This design comes from an exercise in tuning for small area and a short achievable clock period on the open sky130 flow, not from production work.
Where RTL was checked, it was by simulation tests only, not by an equivalence proof against the original.
Power is estimated from default activity; no workload was simulated.

Design peripheral_packet_slave, start of the top module:
module peripheral_packet_slave #(
  parameter int DEPTH        = 32,
  parameter int READ_LATENCY = 2
) (
  input  logic        clk,
  input  logic        reset,
  input  logic [3:0]  av_nativeaddress,
  input  logic [3:0]  av_byteenable,
  input  logic        av_read,
  input  logic        av_write,
  input  logic [31:0] av_writedata,
  output logic        av_waitrequest,
  output logic [31:0] av_readdata,
  output logic        av_readdatavalid,
  output logic        av_endofpacket,
  input  logic [31:0] st_data,
  input  logic        st_valid,
  input  logic        st_endofpacket,
  output logic        st_ready
);
For scale: about 2700 cells after synthesis, ~1600 flip-flops, roughly 55000 um2 of cells after synthesis.
==> module peripheral_packet_slave, before the edit <==
module peripheral_packet_slave #(
  parameter int DEPTH        = 32,
  parameter int READ_LATENCY = 2
) (
  input  logic        clk,
  input  logic        reset,
  input  logic [3:0]  av_nativeaddress,
  input  logic [3:0]  av_byteenable,
  input  logic        av_read,
  input  logic        av_write,
  input  logic [31:0] av_writedata,
  output logic        av_waitrequest,
  output logic [31:0] av_readdata,
  output logic        av_readdatavalid,
  output logic        av_endofpacket,
  input  logic [31:0] st_data,
  input  logic        st_valid,
  input  logic        st_endofpacket,
  output logic        st_ready
);
  logic [32:0]   mem [32];
  logic [4:0]    wr_ptr, rd_ptr;
  logic [5:0]    pkt_cnt;
  logic          empty, full;
  logic          head_eop;   
  logic [31:0]   scratch [3:15];
  logic          flush, push, pop, rd_acc, clr, inc, dec;
  logic [4:0]    rd_inc;
  logic [5:0]    level, pkt_inc, pkt_dec;
  logic [31:0]   wd_r;
  logic          s0_vld, s0_eop;
  logic [7:0]    s0_mhi;     
  logic [3:0]    s0_mlo;     
  logic [3:0]    s0_ahi;     
  logic [3:0]    s0_alo;     
  logic [11:0]   s0_stat;    
  logic          s1_vld, s1_eop;
  logic [31:0]   s1_dat;
  pkt_slave_waitreq u_waitreq (
    .rd(av_read), .empty(empty), .addr(av_nativeaddress), .y(av_waitrequest)
  );
  pkt_slave_stready u_stready (
    .full(full), .reset(reset), .wr(av_write), .be0(av_byteenable[0]),
    .wd0(av_writedata[0]), .addr(av_nativeaddress), .y(st_ready)
  );
  assign flush    = av_write & (av_nativeaddress == 4'd2) & av_byteenable[0] & av_writedata[0];
  assign push     = st_valid & ~full & ~reset & ~flush;
  assign rd_acc   = av_read & ~av_write & ~(av_nativeaddress == 4'd0 & empty);
  assign pop      = av_read & ~av_write & (av_nativeaddress == 4'd0) & ~empty;
  assign clr      = reset | flush;
  assign level    = {full, wr_ptr - rd_ptr};
  assign rd_inc   = rd_ptr + 5'd1;
  assign inc      = push & st_endofpacket;
  assign dec      = pop & head_eop;
  pkt_slave_incdec u_pkt_incdec (.x(pkt_cnt), .inc(pkt_inc), .dec(pkt_dec));
  always_ff @(posedge clk) begin
    if (~full) mem[wr_ptr] <= {st_endofpacket, st_data};
  end
  always_ff @(posedge clk) begin
    if (clr) begin
      wr_ptr  <= '0;
      rd_ptr  <= '0;
      pkt_cnt <= '0;
      empty   <= 1'b1;
      full    <= 1'b0;
    end else begin
      if (push) wr_ptr <= wr_ptr + 5'd1;
      if (pop)  rd_ptr <= rd_inc;
      if (inc & ~dec)      pkt_cnt <= pkt_inc;
      else if (dec & ~inc) pkt_cnt <= pkt_dec;
      empty   <= (empty & ~push) | (level == 6'd1 & pop & ~push);
      full    <= (full & ~pop) | (level == 6'd31 & push & ~pop);
    end
  end
  always_ff @(posedge clk) begin
    if (pop)        head_eop <= (rd_inc == wr_ptr) ? st_endofpacket : mem[rd_inc][32];
    else if (empty) head_eop <= st_endofpacket;
  end
  assign wd_r = av_writedata & {32{~reset}};
  always_ff @(posedge clk) begin
    for (int a = 3; a < 16; a++)
      for (int b = 0; b < 4; b++)
        if (reset | (av_write & (av_nativeaddress == 4'(a)) & av_byteenable[b]))
          scratch[a][8*b +: 8] <= wd_r[8*b +: 8];
  end
  always_ff @(posedge clk) begin
    s0_vld  <= ~reset & rd_acc;
    s0_eop  <= head_eop & (av_nativeaddress == 4'd0);
    for (int i = 0; i < 8; i++) s0_mhi[i] <= (av_nativeaddress == 4'd0) & (rd_ptr[4:2] == 3'(i));
    for (int i = 0; i < 4; i++) s0_mlo[i] <= (rd_ptr[1:0] == 2'(i));
    for (int i = 0; i < 4; i++) s0_ahi[i] <= (av_nativeaddress[3:2] == 2'(i));
    for (int i = 0; i < 4; i++) s0_alo[i] <= (av_nativeaddress[1:0] == 2'(i));
    s0_stat <= (av_nativeaddress == 4'd1) ? {pkt_cnt, level} : 12'd0;
  end
  logic [31:0] src [45];
  logic [44:0] sel;
  logic [14:0] grp [32];
  logic [31:0] rsp_dat;
  always_comb begin
    for (int i = 0; i < 32; i++) begin
      src[i] = mem[i][31:0];
      sel[i] = s0_mhi[i / 4] & s0_mlo[i % 4];
    end
    for (int k = 3; k < 16; k++) begin
      src[32 + k - 3] = scratch[k];
      sel[32 + k - 3] = s0_ahi[k / 4] & s0_alo[k % 4];
    end
  end
  for (genvar b = 0; b < 32; b++) begin : g_bit
    for (genvar g = 0; g < 15; g++) begin : g_grp
      pkt_slave_aoi222 u_aoi (
        .a0(src[3*g][b]),   .s0(sel[3*g]),
        .a1(src[3*g+1][b]), .s1(sel[3*g+1]),
        .a2(src[3*g+2][b]), .s2(sel[3*g+2]),
        .y (grp[b][g])
      );
    end
  end
  logic [31:0] stat_n;
  assign stat_n = ~{10'h000, s0_stat[11:6], 10'h000, s0_stat[5:0]};
  for (genvar b = 0; b < 32; b++) begin : g_or
    logic n0, n1, n2, n3, m0, m1;
    pkt_slave_nand4 u_n0 (.a(grp[b][0]),  .b(grp[b][1]),  .c(grp[b][2]),  .d(grp[b][3]),  .y(n0));
    pkt_slave_nand4 u_n1 (.a(grp[b][4]),  .b(grp[b][5]),  .c(grp[b][6]),  .d(grp[b][7]),  .y(n1));
    pkt_slave_nand4 u_n2 (.a(grp[b][8]),  .b(grp[b][9]),  .c(grp[b][10]), .d(grp[b][11]), .y(n2));
    if ((b < 6) || (b >= 16 && b < 22)) begin : g_st
      pkt_slave_nand4 u_n3 (.a(grp[b][12]), .b(grp[b][13]), .c(grp[b][14]), .d(stat_n[b]), .y(n3));
    end else begin : g_nost
      pkt_slave_nand3 u_n3 (.a(grp[b][12]), .b(grp[b][13]), .c(grp[b][14]), .y(n3));
    end
    pkt_slave_nor2  u_m0 (.a(n0), .b(n1), .y(m0));
    pkt_slave_nor2  u_m1 (.a(n2), .b(n3), .y(m1));
    pkt_slave_nand2 u_y  (.a(m0), .b(m1), .y(rsp_dat[b]));
  end
  always_ff @(posedge clk) begin
    s1_vld <= ~reset & s0_vld;
    s1_eop <= ~reset & s0_vld & s0_eop;
    s1_dat <= rsp_dat;
  end
  assign av_readdatavalid = s1_vld;
  assign av_readdata      = s1_dat;
  assign av_endofpacket   = s1_eop;
endmodule
Settings: LEC_CHECK=0, CAP_MARGIN=20, CORE_MARGIN=2, CORE_UTILIZATION=40, SETUP_SLACK_MARGIN=2.2, SLEW_MARGIN=20, SYNTH_HIERARCHICAL=1; clock period 4.5 ns.
standard.sh (not shown) runs the stock make flow with config.mk's settings and CLKGATE_MAP_FILE= SYNTH_SCRIPT=/design/flow/synth_recipe.tcl, a recipe that flattens the netlist after the stock synthesis.
==> flow/flow/run.sh <==
#!/bin/bash
bash standard.sh \
  BUFFER_PORTS_ARGS="-buffer_cell sky130_fd_sc_hd__buf_2" \
  CTS_ARGS="-sink_clustering_enable -repair_clock_nets -dont_use_dummy_load -sink_clustering_size 24 -sink_clustering_max_diameter 120" \
  finish > make.log 2>&1
The starting point finished with timing, DRC and antenna clean.
==> next run, changes <==
--- a/flow/design.v
+++ b/flow/design.v
@@ -52,10 +52,22 @@
   assign rd_inc   = rd_ptr + 5'd1;
   assign inc      = push & st_endofpacket;
   assign dec      = pop & head_eop;
   pkt_slave_incdec u_pkt_incdec (.x(pkt_cnt), .inc(pkt_inc), .dec(pkt_dec));
+  logic [7:0] whi;
+  logic [3:0] wlo;
   always_ff @(posedge clk) begin
-    if (~full) mem[wr_ptr] <= {st_endofpacket, st_data};
+    if (clr) begin
+      whi <= 8'd1;
+      wlo <= 4'd1;
+    end else if (push) begin
+      wlo <= {wlo[2:0], wlo[3]};
+      if (wlo[3]) whi <= {whi[6:0], whi[7]};
+    end
+  end
+  always_ff @(posedge clk) begin
+    for (int i = 0; i < 32; i++)
+      if (~full & whi[i / 4] & wlo[i % 4]) mem[i] <= {st_endofpacket, st_data};
   end
   always_ff @(posedge clk) begin
     if (clr) begin
       wr_ptr  <= '0;
Result: Die area goes up by about 1.5%. Worst setup slack got worse by 130 ps. Global-route usage goes down by 1.0 points. Clock power stays flat. Register-to-register slack got worse by 170 ps. Synthesized cell count goes up by about 6%. Combinational power goes down by about 20%. Clock skew goes down by 31 ps.
For the second run of this note, only the layout was checked, not whether the RTL still works.

========
peripheral_packet_slave, a different RTL version from the one above (not shown whole).
Size: ~2700 cells after synthesis, ~55000 µm² of cells after synthesis.
==> module pkt_slave_stready, before the edit <==
module pkt_slave_stready (
  input  logic       full, reset, wr, be0, wd0,
  input  logic [3:0] addr,
  output logic       y
);
  assign y = ~full & ~reset & ~(wr & (addr == 4'd2) & be0 & wd0);
endmodule
==> flow/config.mk <==
export PLATFORM = sky130hd
export DESIGN_NAME = peripheral_packet_slave
export DESIGN_NICKNAME = peripheral_packet_slave
export VERILOG_FILES = /design/flow/design.v
export SDC_FILE = /design/flow/constraint.sdc
export NUM_CORES = 4
export LEC_CHECK = 0
export CAP_MARGIN = 20
export CORE_MARGIN = 2
export CORE_UTILIZATION = 40
export SETUP_SLACK_MARGIN = 2.3
export SLEW_MARGIN = 20
export SYNTH_HIERARCHICAL = 1
==> flow/constraint.sdc <==
create_clock -name core_clock -period 4.5 [get_ports {clk}]
set_input_delay 0.9000 -clock core_clock [delete_from_list [all_inputs] [get_ports {clk}]]
set_output_delay 0.9000 -clock core_clock [all_outputs]
set_load 0.01 [all_outputs]
Scripts as last shown in full above: flow/flow/run.sh
The first run finished with timing, DRC and antenna clean.
Edit:
--- a/flow/design.v
+++ b/flow/design.v
@@ -187,7 +187,13 @@
   input  logic [3:0] addr,
   output logic       y
 );
-  assign y = ~full & ~reset & ~(wr & (addr == 4'd2) & be0 & wd0);
+  logic n, fr_n;
+  pkt_slave_nand4 u_n  (.a(wr), .b(be0), .c(wd0), .d(addr[1]), .y(n));
+  pkt_slave_nor2  u_fr (.a(full), .b(reset), .y(fr_n));
+  pkt_slave_o41a  u_y  (.a1(n), .a2(addr[0]), .a3(addr[2]), .a4(addr[3]), .b1(fr_n), .y(y));
+endmodule
+module pkt_slave_o41a (input logic a1, a2, a3, a4, b1, output logic y);
+  assign y = (a1 | a2 | a3 | a4) & b1;
 endmodule
 module pkt_slave_incdec (
   input  logic [5:0] x,
Result: The changed run completed with no timing, DRC or antenna violations. Total power barely changes. Sequential cell count stays the same. Cell count rises by 0.35%. Hold slack barely changes. Synthesized cell count is unchanged. Wire length came out lower by 1.6%. Die area barely changes. Sequential share of layout area came out lower by 0.28 points. Design area goes up by 0.40%. Fmax stays flat. Non-clock buffer count rises by 10. Critical path depth falls by 1.
For the second run of this note, only the layout was checked, not whether the RTL still works.

-- port drivers added, routing unchanged --
Ports are ideal in the flow. The routed layouts listed here were re-timed in OpenROAD.
Step 1: set_driving_cell puts a clkbuf_16 on clk and a buf_2 on each other input, an assumption about the parent block.
Step 2 also shifts input and output timing later by t, the mid clock arrival at the registers, as if the neighbouring blocks saw the same clock.
Slacks: ideal ports / drivers / drivers and shift; pairs: ideal ports / drivers.
run | shift t [ns] | setup slack, ns | hold slack, ns | worst register clock-pin slew, ns | worst slew at a driven data input, ns
the first run of note 1 | 0.732 | 2.015 / 1.960 / 1.568 | 0.413 / 0.391 / 0.443 | 0.10 / 0.10 | 0.12
the second run of note 1 | 0.738 | 1.885 / 1.885 / 1.572 | 0.435 / 0.435 / 0.435 | 0.10 / 0.10 | 0.08
the first run of note 2 | 0.758 | 2.061 / 2.000 / 1.585 | 0.423 / 0.405 / 0.464 | 0.10 / 0.10 | 0.08
the second run of note 2 | 0.738 | 2.061 / 2.013 / 1.651 | 0.422 / 0.406 / 0.445 | 0.10 / 0.10 | 0.09
After both steps setup and hold are still met in every run listed. For the first run of note 2, which loses most, drivers alone change the setup slack by -0.061 ns; drivers and shift together by -0.476 ns.
